This is an optimization exercise on Yosys and OpenROAD, whose aim is small area and a short achievable clock period, not a production implementation.
Only simulation tests tie the RTL to the original design; equivalence was not proved.
Power and IR drop assume default switching activity.

### flow/design.v
package ram_arb_pkg;
    function automatic int calc_id_width(input int num_req);
        calc_id_width = (num_req > 1) ? $clog2(num_req) : 1;
    endfunction
endpackage
module ram_s1p1c #(
    parameter  int WORD_WIDTH = 8,
    parameter  int NROW       = 16,
    parameter  int NCOL       = 16
) (
    input  logic                              clk_i,
    input  logic [NROW-1:0]                   row_rd_i,
    input  logic [NCOL-1:0]                   col_i,
    input  logic [NROW-1:0]                   wrow_n_i,
    input  logic [NCOL-1:0]                   wcol_n_i,
    input  logic [WORD_WIDTH-1:0]             wdata_i,
    output logic [WORD_WIDTH-1:0][NROW/4-1:0] rgrp_o
);
    logic [WORD_WIDTH-1:0] mem_q [NROW][NCOL];
    logic [NCOL-1:0]       wen [NROW];
    for (genvar r = 0; r < NROW; r++) begin : g_wen_row
        for (genvar c = 0; c < NCOL; c++) begin : g_wen_col
            ram_nor2 u_nor (.a_i (wrow_n_i[r]), .b_i (wcol_n_i[c]), .y_o (wen[r][c]));
        end
    end
    always_ff @(posedge clk_i) begin
        for (int r = 0; r < NROW; r++) begin
            for (int c = 0; c < NCOL; c++) begin
                if (wen[r][c]) begin
                    mem_q[r][c] <= wdata_i;
                end
            end
        end
    end
    logic [NROW-1:0] row_n [WORD_WIDTH];
    for (genvar b = 0; b < WORD_WIDTH; b++) begin : g_bit
        for (genvar r = 0; r < NROW; r++) begin : g_row
            logic [NCOL/8-1:0] s;
            for (genvar k = 0; k < NCOL/8; k++) begin : g_ao
                logic [7:0] d;
                for (genvar j = 0; j < 8; j++) begin : g_d
                    assign d[j] = mem_q[r][8*k+j][b];
                end
                ram_ao8 u_ao (.sel_i (col_i[8*k +: 8]), .d_i (d), .y_o (s[k]));
            end
            ram_oai21 u_oai (
                .a1_i (s[0]), .a2_i (s[1]), .b_i (row_rd_i[r]), .y_o (row_n[b][r])
            );
        end
        for (genvar k = 0; k < NROW/4; k++) begin : g_rnand
            ram_nand4 u_nand (
                .a_i (row_n[b][4*k]), .b_i (row_n[b][4*k+1]),
                .c_i (row_n[b][4*k+2]), .d_i (row_n[b][4*k+3]),
                .y_o (rgrp_o[b][k])
            );
        end
    end
endmodule
module ram_ao8 (
    input  logic [7:0] sel_i,
    input  logic [7:0] d_i,
    output logic       y_o
);
    assign y_o = |(sel_i & d_i);
endmodule
module ram_ao4 (
    input  logic [3:0] sel_i,
    input  logic [3:0] d_i,
    output logic       y_o
);
    assign y_o = |(sel_i & d_i);
endmodule
module ram_nor2 (
    input  logic a_i, b_i,
    output logic y_o
);
    assign y_o = !(a_i | b_i);
endmodule
module ram_nand2 (
    input  logic a_i, b_i,
    output logic y_o
);
    assign y_o = !(a_i & b_i);
endmodule
module ram_a21o (
    input  logic a1_i, a2_i, b_i,
    output logic y_o
);
    assign y_o = (a1_i & a2_i) | b_i;
endmodule
module ram_a31o (
    input  logic a1_i, a2_i, a3_i, b_i,
    output logic y_o
);
    assign y_o = (a1_i & a2_i & a3_i) | b_i;
endmodule
module ram_nand4 (
    input  logic a_i, b_i, c_i, d_i,
    output logic y_o
);
    assign y_o = !(a_i & b_i & c_i & d_i);
endmodule
module ram_oai21 (
    input  logic a1_i, a2_i, b_i,
    output logic y_o
);
    assign y_o = !((a1_i | a2_i) & b_i);
endmodule
module ram_s1p1c_arb #(
    parameter  int NUM_REQ    = 4,
    parameter  int WORD_WIDTH = 8,
    parameter  int WORD_COUNT = 256,
    localparam int ADDR_WIDTH = $clog2(WORD_COUNT),
    localparam int ID_WIDTH   = ram_arb_pkg::calc_id_width(NUM_REQ)
) (
    input  logic                                 clk_i,
    input  logic                                 rstn_i,
    input  logic [NUM_REQ-1:0]                   req_valid_i,
    output logic [NUM_REQ-1:0]                   req_ready_o,
    input  logic [NUM_REQ-1:0]                   req_we_i,
    input  logic [NUM_REQ-1:0]                   req_lock_i,
    input  logic [NUM_REQ-1:0][ADDR_WIDTH-1:0]   req_addr_i,
    input  logic [NUM_REQ-1:0][WORD_WIDTH-1:0]   req_data_i,
    output logic [NUM_REQ-1:0]                   rsp_valid_o,
    output logic [ID_WIDTH-1:0]                  rsp_id_o,
    output logic [WORD_WIDTH-1:0]                rsp_data_o
);
    localparam int CB   = ADDR_WIDTH / 2;
    localparam int RB   = ADDR_WIDTH - CB;
    localparam int NCOL = 1 << CB;
    localparam int NROW = 1 << RB;
    logic [NUM_REQ-1:0][NUM_REQ-1:0] blk_q, blk_d;
    logic [NUM_REQ-1:0]    ptr_q;
    logic [NUM_REQ-1:0]    term, gnt, gnt_rd;
    logic [NUM_REQ-1:0]    ptr_d, own_d;
    logic                  lock_d;
    logic [NUM_REQ-1:0]                   rd_q;
    logic [ID_WIDTH-1:0]                  rd_id_q, rd_id_d;
    logic [WORD_WIDTH-1:0][NROW/4-1:0]    rgrp_q;
    logic [ID_WIDTH-1:0]                  id_hold_q, id_hold_d, id_hm_q;
    logic [WORD_WIDTH-1:0]                data_hold_q, data_hold_d, data_hm_q;
    logic                                 rd_vld_d;
    logic [NROW-1:0]       x_rd [NUM_REQ];
    logic [NROW-1:0]       x_we [NUM_REQ];
    logic [NCOL-1:0]       x_col [NUM_REQ];
    logic [WORD_WIDTH-1:0] x_dat [NUM_REQ];
    logic [NROW-1:0]       row_rd, row_we;
    logic [NCOL-1:0]       col;
    logic [WORD_WIDTH-1:0] wdata;
    logic [WORD_WIDTH-1:0][NROW/4-1:0] ram_rgrp;
    logic [WORD_WIDTH-1:0] rdata;
    logic [WORD_WIDTH-1:0] data_oth;
    logic [NROW-1:0]       pw_row_n_q;
    logic [NCOL-1:0]       pw_col_n_q;
    logic [WORD_WIDTH-1:0] pw_data_q;
    logic                  hit;
    logic [WORD_WIDTH-1:0] hd_q;
    logic                  nh_q;
    logic [WORD_WIDTH-1:0] rtree;
    logic [ID_WIDTH-1:0]   id_oth;
    for (genvar i = 0; i < NUM_REQ; i++) begin : g_term
        ram_unblk #(.N (NUM_REQ)) u_term (
            .blk_i (blk_q[i]), .valid_i (req_valid_i), .y_o (term[i])
        );
    end
    ram_grant #(.N (NUM_REQ)) u_gnt_out (
        .rstn_i (rstn_i), .blk_i (blk_q), .valid_i (req_valid_i), .gnt_o (req_ready_o)
    );
    ram_grant #(.N (NUM_REQ)) u_gnt (
        .rstn_i (rstn_i), .blk_i (blk_q), .valid_i (req_valid_i), .gnt_o (gnt)
    );
    assign gnt_rd = gnt & ~req_we_i;
    always_comb begin
        for (int i = 0; i < NUM_REQ; i++) begin
            for (int r = 0; r < NROW; r++) begin
                x_rd[i][r] = rstn_i & req_valid_i[i] & !req_we_i[i] &
                             (req_addr_i[i][ADDR_WIDTH-1:CB] == RB'(r));
                x_we[i][r] = rstn_i & req_valid_i[i] & req_we_i[i] &
                             (req_addr_i[i][ADDR_WIDTH-1:CB] == RB'(r));
            end
            for (int c = 0; c < NCOL; c++) begin
                x_col[i][c] = req_valid_i[i] & (req_addr_i[i][CB-1:0] == CB'(c));
            end
            x_dat[i] = {WORD_WIDTH{req_valid_i[i]}} & req_data_i[i];
        end
    end
    for (genvar r = 0; r < NROW; r++) begin : g_row_sel
        logic [NUM_REQ-1:0] drd, dwe;
        for (genvar i = 0; i < NUM_REQ; i++) begin : g_req
            assign drd[i] = x_rd[i][r];
            assign dwe[i] = x_we[i][r];
        end
        ram_ao4 u_rd (.sel_i (term), .d_i (drd), .y_o (row_rd[r]));
        ram_ao4 u_we (.sel_i (term), .d_i (dwe), .y_o (row_we[r]));
    end
    for (genvar c = 0; c < NCOL; c++) begin : g_col_sel
        logic [NUM_REQ-1:0] dc;
        for (genvar i = 0; i < NUM_REQ; i++) begin : g_req
            assign dc[i] = x_col[i][c];
        end
        ram_ao4 u_col (.sel_i (term), .d_i (dc), .y_o (col[c]));
    end
    for (genvar b = 0; b < WORD_WIDTH; b++) begin : g_dat_sel
        logic [NUM_REQ-1:0] dd;
        for (genvar i = 0; i < NUM_REQ; i++) begin : g_req
            assign dd[i] = x_dat[i][b];
        end
        ram_ao4 u_dat (.sel_i (term), .d_i (dd), .y_o (wdata[b]));
    end
    always_comb begin
        own_d  = gnt & req_lock_i;
        lock_d = |own_d;
        for (int i = 0; i < NUM_REQ; i++) begin
            ptr_d[i] = (|gnt) ? gnt[(i + NUM_REQ - 1) % NUM_REQ] : ptr_q[i];
        end
        for (int i = 0; i < NUM_REQ; i++) begin
            for (int j = 0; j < NUM_REQ; j++) begin
                logic is_before;
                is_before = 1'b0;
                for (int p = 0; p < NUM_REQ; p++) begin
                    if (((j - p + NUM_REQ) % NUM_REQ) < ((i - p + NUM_REQ) % NUM_REQ)) begin
                        is_before = is_before | ptr_d[p];
                    end
                end
                blk_d[i][j] = lock_d ? ((i == j) && !own_d[i]) : is_before;
            end
        end
    end
    always_ff @(posedge clk_i) begin
        if (!rstn_i) begin
            ptr_q <= NUM_REQ'(1);
            for (int i = 0; i < NUM_REQ; i++) begin
                for (int j = 0; j < NUM_REQ; j++) begin
                    blk_q[i][j] <= (j < i);
                end
            end
        end else begin
            ptr_q <= ptr_d;
            blk_q <= blk_d;
        end
    end
    ram_s1p1c #(
        .WORD_WIDTH (WORD_WIDTH),
        .NROW       (NROW),
        .NCOL       (NCOL)
    ) u_ram (
        .clk_i    (clk_i),
        .row_rd_i (row_rd),
        .col_i    (col),
        .wrow_n_i (pw_row_n_q),
        .wcol_n_i (pw_col_n_q),
        .wdata_i  (pw_data_q),
        .rgrp_o   (ram_rgrp)
    );
    assign hit = (|(row_rd & ~pw_row_n_q)) & (|(col & ~pw_col_n_q));
    always_ff @(posedge clk_i) begin
        pw_row_n_q <= ~row_we;
        pw_col_n_q <= ~col;
        pw_data_q  <= wdata;
        hd_q       <= pw_data_q & {WORD_WIDTH{hit}};
        nh_q       <= !hit;
    end
    always_comb begin
        rd_id_d = '0;
        for (int i = 0; i < NUM_REQ; i++) begin
            if (gnt_rd[i]) rd_id_d = rd_id_d | ID_WIDTH'(i);
        end
        rd_vld_d = |gnt_rd;
        data_hold_d = {WORD_WIDTH{rstn_i}} & (rdata | data_hm_q);
        id_hold_d   = {ID_WIDTH{rstn_i}} & (rd_id_q | id_hm_q);
        data_oth = rstn_i ? (hd_q | data_hm_q) : data_hold_q;
        id_oth   = rstn_i ? id_hm_q : id_hold_q;
    end
    for (genvar b = 0; b < WORD_WIDTH; b++) begin : g_rsp_data
        logic n01, n23;
        ram_nor2  u_n01 (.a_i (rgrp_q[b][0]), .b_i (rgrp_q[b][1]), .y_o (n01));
        ram_nor2  u_n23 (.a_i (rgrp_q[b][2]), .b_i (rgrp_q[b][3]), .y_o (n23));
        ram_nand2 u_or  (.a_i (n01), .b_i (n23), .y_o (rtree[b]));
        ram_a31o  u_out (.a1_i (rstn_i), .a2_i (rtree[b]), .a3_i (nh_q), .b_i (data_oth[b]),
                         .y_o (rsp_data_o[b]));
        assign rdata[b] = (rtree[b] & nh_q) | hd_q[b];
    end
    for (genvar k = 0; k < ID_WIDTH; k++) begin : g_rsp_id
        ram_a21o  u_out (.a1_i (rstn_i), .a2_i (rd_id_q[k]), .b_i (id_oth[k]),
                         .y_o (rsp_id_o[k]));
    end
    always_ff @(posedge clk_i) begin
        rd_q        <= gnt_rd;
        rd_id_q     <= rd_id_d;
        rgrp_q      <= ram_rgrp;
        data_hold_q <= data_hold_d;
        id_hold_q   <= id_hold_d;
        data_hm_q   <= data_hold_d & {WORD_WIDTH{!rd_vld_d}};
        id_hm_q     <= id_hold_d & {ID_WIDTH{!rd_vld_d}};
    end
    assign rsp_valid_o = rd_q & {NUM_REQ{rstn_i}};
endmodule
module ram_unblk #(
    parameter int N = 4
) (
    input  logic [N-1:0] blk_i,
    input  logic [N-1:0] valid_i,
    output logic         y_o
);
    assign y_o = !(|(blk_i & valid_i));
endmodule
module ram_grant #(
    parameter int N = 4
) (
    input  logic                  rstn_i,
    input  logic [N-1:0][N-1:0]   blk_i,
    input  logic [N-1:0]          valid_i,
    output logic [N-1:0]          gnt_o
);
    always_comb begin
        for (int i = 0; i < N; i++) begin
            gnt_o[i] = rstn_i & valid_i[i] & !(|(blk_i[i] & valid_i));
        end
    end
endmodule
### flow/flow/run.sh
#!/bin/bash
# Layout flow: the standard flow, with port buffers of a fixed cell type and with
# resizing free to change a cell's footprint.
export BUFFER_PORTS_ARGS="-buffer_cell sky130_fd_sc_hd__buf_4"
bash standard.sh MATCH_CELL_FOOTPRINT=0 finish > standard.log 2>&1
### flow/standard.sh
#!/bin/bash
# synth_recipe.tcl (not shown) runs the flow's synth.tcl, then flattens the netlist and writes it again
# the make line also repeats each setting of config.mk as NAME=value (left out here)
make -C /OpenROAD-flow-scripts/flow DESIGN_CONFIG=/design/flow/config.mk WORK_HOME=/design/flow/orfs CLKGATE_MAP_FILE= SYNTH_SCRIPT=/design/flow/synth_recipe.tcl "${@:-finish}"
### flow/config.mk
export PLATFORM = sky130hd
export DESIGN_NAME = ram_s1p1c_arb
export DESIGN_NICKNAME = ram_s1p1c_arb
export VERILOG_FILES = /design/flow/design.v
export SDC_FILE = /design/flow/constraint.sdc
export NUM_CORES = 4
export LEC_CHECK = 0
export CAP_MARGIN = 20
export CORE_MARGIN = 2
export CORE_UTILIZATION = 60
export CTS_CLUSTER_DIAMETER = 100
export CTS_CLUSTER_SIZE = 26
export PLACE_DENSITY = 0.7
export SETUP_SLACK_MARGIN = 2.0
export SLEW_MARGIN = 20
export SYNTH_HIERARCHICAL = 1
### flow/constraint.sdc
create_clock -name core_clock -period 5.0 [get_ports {clk_i}]
set_input_delay 1.0000 -clock core_clock [delete_from_list [all_inputs] [get_ports {clk_i}]]
set_output_delay 1.0000 -clock core_clock [all_outputs]
set_load 0.01 [all_outputs]
==> results.txt <==
per-module statistics from Yosys, one instance, submodules excluded, a selection:
module	area, um2	times used
ram_s1p1c_arb	5220	1
ram_ao8	36.3	256
ram_ao4	18.8	56
ram_a31o	8.76	8
ram_a21o	7.51	2
ram_nand4	6.26	32
ram_oai21	5.00	128
ram_nand2	3.75	8
ram_nor2	3.75	272
registers in the layout, summed over array words and instances, names as in the netlist, 16 cells and up:
register / count
u_ram.mem_q: 2048
rgrp_q: 32
blk_q: 16
pw_col_n_q: 16
pw_row_n_q: 16
layer usage:
metal  vias up  global-route usage (%)
met5         -                       0
met1     25000                    50.5
met4        10                    12.2
met2      3765                    50.4
met3       461                    8.73
li1      20200                       -
worst max-delay path by stage:
stage	from	to	cells after the start
6_report	req_valid_i[1]	rgrp_q[12]$_DFF_P_	15
5_1_grt	req_valid_i[1]	hd_q[3]$_DFF_P_	12
4_1_cts	rstn_i	rsp_id_o[0]	4
2_1_floorplan	pw_data_q[1]$_DFF_P_	u_ram.mem_q[0][1]$_DFFE_PP_	0
3_5_place_dp	req_valid_i[0]	nh_q$_DFF_P_	10
3_3_place_gp	req_valid_i[0]	nh_q$_DFF_P_	10
cells in the mapped netlist, types with 5 or more instances:
cell / count / share of area [%]
nand2b_1: 46 / 0.36
and4b_1: 8 / 0.10
nand2_1: 103 / 0.49
nor2b_1: 11 / 0.087
or3_1: 5 / 0.039
nand3b_1: 6 / 0.057
a21oi_1: 27 / 0.17
dfxtp_1: 127 / 3.2
o2111ai_1: 8 / 0.088
nor3_1: 41 / 0.26
edfxtp_1: 2048 / 78
a22oi_1: 1138 / 11
inv_1: 41 / 0.19
clkbuf_1: 17 / 0.080
a222oi_1: 8 / 0.10
a31o_1: 8 / 0.088
nor2_1: 467 / 2.2
o21ai_1: 128 / 0.81
nand4_1: 288 / 2.3
nor3b_1: 10 / 0.095
buf_2: 6 / 0.038
and2_1: 38 / 0.30
nand3_1: 18 / 0.11
timing repair:
| item | 4_1_cts | 5_1_grt |
|---|---|---|
| cloned | 25 | 13 |
| setup endpoints to repair | 54 | 51 |
| hold buffers | 0 | 0 |
| pin swaps | 50 | 27 |
| buffers inserted | 62 | 39 |
| resized for setup | 91 | 50 |
stage by stage:
stage / util, % / hold slack [ps] / std cells / worst slack, ps
2_1_floorplan: - / 440 / 4639 / 754
3_3_place_gp: 63.6 / 453 / 6557 / 794
3_5_place_dp: 63.6 / 473 / 6557 / 759
4_1_cts: 66.7 / 412 / 6805 / 1910
5_1_grt: 67.3 / 449 / 6857 / 1920
6_report: 67.3 / 446 / 6860 / 1950
cells by family after synthesis:
family	after synthesis
and+or+nand+nor	1062
DFF	2175
muxes	2
buffers and inverters	69
AOI/OAI and AO/OA	1331
power by group through the flow:
stage               sequential (W)  combinational (W)  clock [W]
global placement            0.0216            0.00269          0
finish                      0.0213            0.00317    0.00901
global route                0.0213            0.00330    0.00964
detailed placement          0.0216            0.00277          0
CTS                         0.0212            0.00299    0.00904
floorplan                   0.0220           0.000985          0
cell type report:
type,instances,area [um2]
inverters,41,154
flip-flops and latches,2175,64100
multi-input cells,2429,16200
fillers,8693,43000
clock inverters,8,86.3
repair buffers,296,2940
clock buffers,153,2640
well taps,1755,2200
diodes,3,7.51
worst max-delay path, delay by kind of cell:
family	cells	cell delay, ps
buffers and inverters	7	1100
AO/OA/AOI/OAI	5	1010
AND/OR/NAND/NOR	3	530
==> impl_metrics.env <==
export IMPL_drc=0
export IMPL_rr_startpoint="blk_q[5]$_SDFF_PN0_"
export IMPL_synth_compound_area_share_pct=12.2
export IMPL_p_int_w=0.0253
export IMPL_clock_sinks=2175
export IMPL_worstPathArrival_ps=3670
export IMPL_met2_length_mm=107
export IMPL_die_area_um2=135000
export IMPL_syn_to_final_growth_pct=11.4
export IMPL_switching_share_pct=24.3
export IMPL_cts_tree="yes"
export IMPL_io_buffers=95
export IMPL_cp_start_kind="input pin"
export IMPL_first_pass_iters=7
export IMPL_whs_path_depth=2
export IMPL_synth_simple_area_share_pct=6.64
export IMPL_wl_per_cell_um=35.3
export IMPL_slowest_delay_ps=330
export IMPL_syn_nets=4717
export IMPL_combPwrFrac_pct=9.5
export IMPL_drive_above_1_share_pct=11.5
export IMPL_dr_wl_met3_mm=35.1
export IMPL_crit_required_ps=5620
export IMPL_ant_nets=0
export IMPL_worstPathCellList="buf_16 -> buf_4 -> a22o_1 -> a221oi_4 -> buf_12 -> buf_12 -> buf_4 -> a22oi_2 -> buf_6 -> nand2_8 -> buf_12 -> a22oi_1 -> nand4_1 -> o21ai_2 -> nand4_1"
export IMPL_cellLeakagePower_nw=26.8
export IMPL_r2r_cells=13
export IMPL_synth_async_reset_ratio_pct=0
export IMPL_tightest_slew_ps=1290
export IMPL_syn_area_um2=79300
export IMPL_worst_setup_path_end_kind="flip-flop"
export IMPL_synth_edf_count=2048
export IMPL_cts_buffers=94
export IMPL_yosys_warnings=18
export IMPL_cap_violations=0
export IMPL_fin_skew_ps=34.7
export IMPL_crit_type="input pin to flip-flop"
export IMPL_synth_area_mux_share_pct=0.0284
export IMPL_antenna_found_initial=11
export IMPL_slew_violations=0
export IMPL_placed_area_um2=83500
export IMPL_min_period_ps=3050
export IMPL_wl_met1_mm=90.0
export IMPL_synth_area_per_cell_um2=17.1
export IMPL_finalHoldViolations=0
export IMPL_drtIter0Drc=9581
export IMPL_clock_power_share_pct=26.9
export IMPL_grt_pass1_wl_mm=331
export IMPL_finalWirelength_mm=242
export IMPL_grt_max_degree=177
export IMPL_via_per_inst=7.20
export IMPL_h_tree_depth=3
export IMPL_r2r_slack_ps=1990
export IMPL_pwr_density_cell_nw_per_um2=379
export IMPL_r2r_end="rgrp_q[12]$_DFF_P_"
export IMPL_clockRootBuffer="clkbuf_16"
export IMPL_coreArea_um2=131000
export IMPL_status="finished clean"
export IMPL_yosysUniqueCellTypes=41
export IMPL_p_seq_share_pct=63.6
export IMPL_grt_overflow_total=0
export IMPL_initial_core_util_pct=60.4
export IMPL_fin_nets=5115
export IMPL_cpMaxStageDelayCell="o21ai_2"
export IMPL_rsz0062_at_grt="yes"
export IMPL_hp_start="req_lock_i[0]"
export IMPL_syn_inst=4639
export IMPL_num_rows=133
export IMPL_gp_congestion=0.893
export IMPL_clkLatencyLatePin_ps=750
export IMPL_cpMostUsedCell="buf_12"
export IMPL_ys_seq_area_share_pct=80.8
export IMPL_synth_main_ff_cell="edfxtp_1"
export IMPL_clk_pin_slew_ps=110
export IMPL_vdd_drop_max_uv=300
export IMPL_total_power_w=0.0334
export IMPL_hpwl_mm=131
export IMPL_die_y_um=368
export IMPL_switching_power_w=0.00813
export IMPL_final_area_um2=88300
export IMPL_fmax_ghz=0.327
export IMPL_die_w_um=368
export IMPL_finalSetupViolCount=0
export IMPL_slew_headroom_pct=13.7
export IMPL_ys_ff_latch=2175
export IMPL_synth_top_family_by_area="compound AO/OA/AOI/OAI gates"
export IMPL_cp_max_fo=29
export IMPL_synth_xor_area_share_pct=0
export IMPL_final_common_cell="edfxtp_1"
export IMPL_clockBufferDepth=3
export IMPL_synth_fa_ha_area_share_pct=0
export IMPL_min_to="blk_q[0]$_SDFF_PN0_"
export IMPL_fin_setup_tns_ps=0
export IMPL_top_layer="met5"
export IMPL_vias=49400
export IMPL_final_cell_mix="edfxtp_1, a22oi_1, nor2_1, nand4_1, buf_4"
export IMPL_grt_pass1_vias=45300
export IMPL_min_path_type="input pin to flip-flop"
export IMPL_post_route_period_util_pct=61.1
export IMPL_io_pins=96
export IMPL_grt_use_total_pct=34.3

==> port drivers added, routing unchanged <==
The results above use ideal ports. As a check the final layout listed here was re-extracted and re-timed, cells and wires unchanged. Step 1 sets driving cells, clkbuf_16 on the clock port and buf_2 on the other inputs (assumed; they add their load-dependent delay and slew). Step 2 also shifts input and output timing later by t, the mid clock arrival at the registers, as if the neighbouring blocks saw the same clock. a / b / c = ideal / step 1 / step 2; a / b = the first two.
t, ns: 0.822
setup slack, ns: 1.945 / 1.850 / 1.043
worst register clock-pin slew, ns: 0.11 / 0.11
worst data-port slew with drivers (ns): 0.25
After both steps this run still meets setup and hold. For this run, drivers alone change the setup slack by -0.095 ns; drivers and shift together by -0.902 ns.
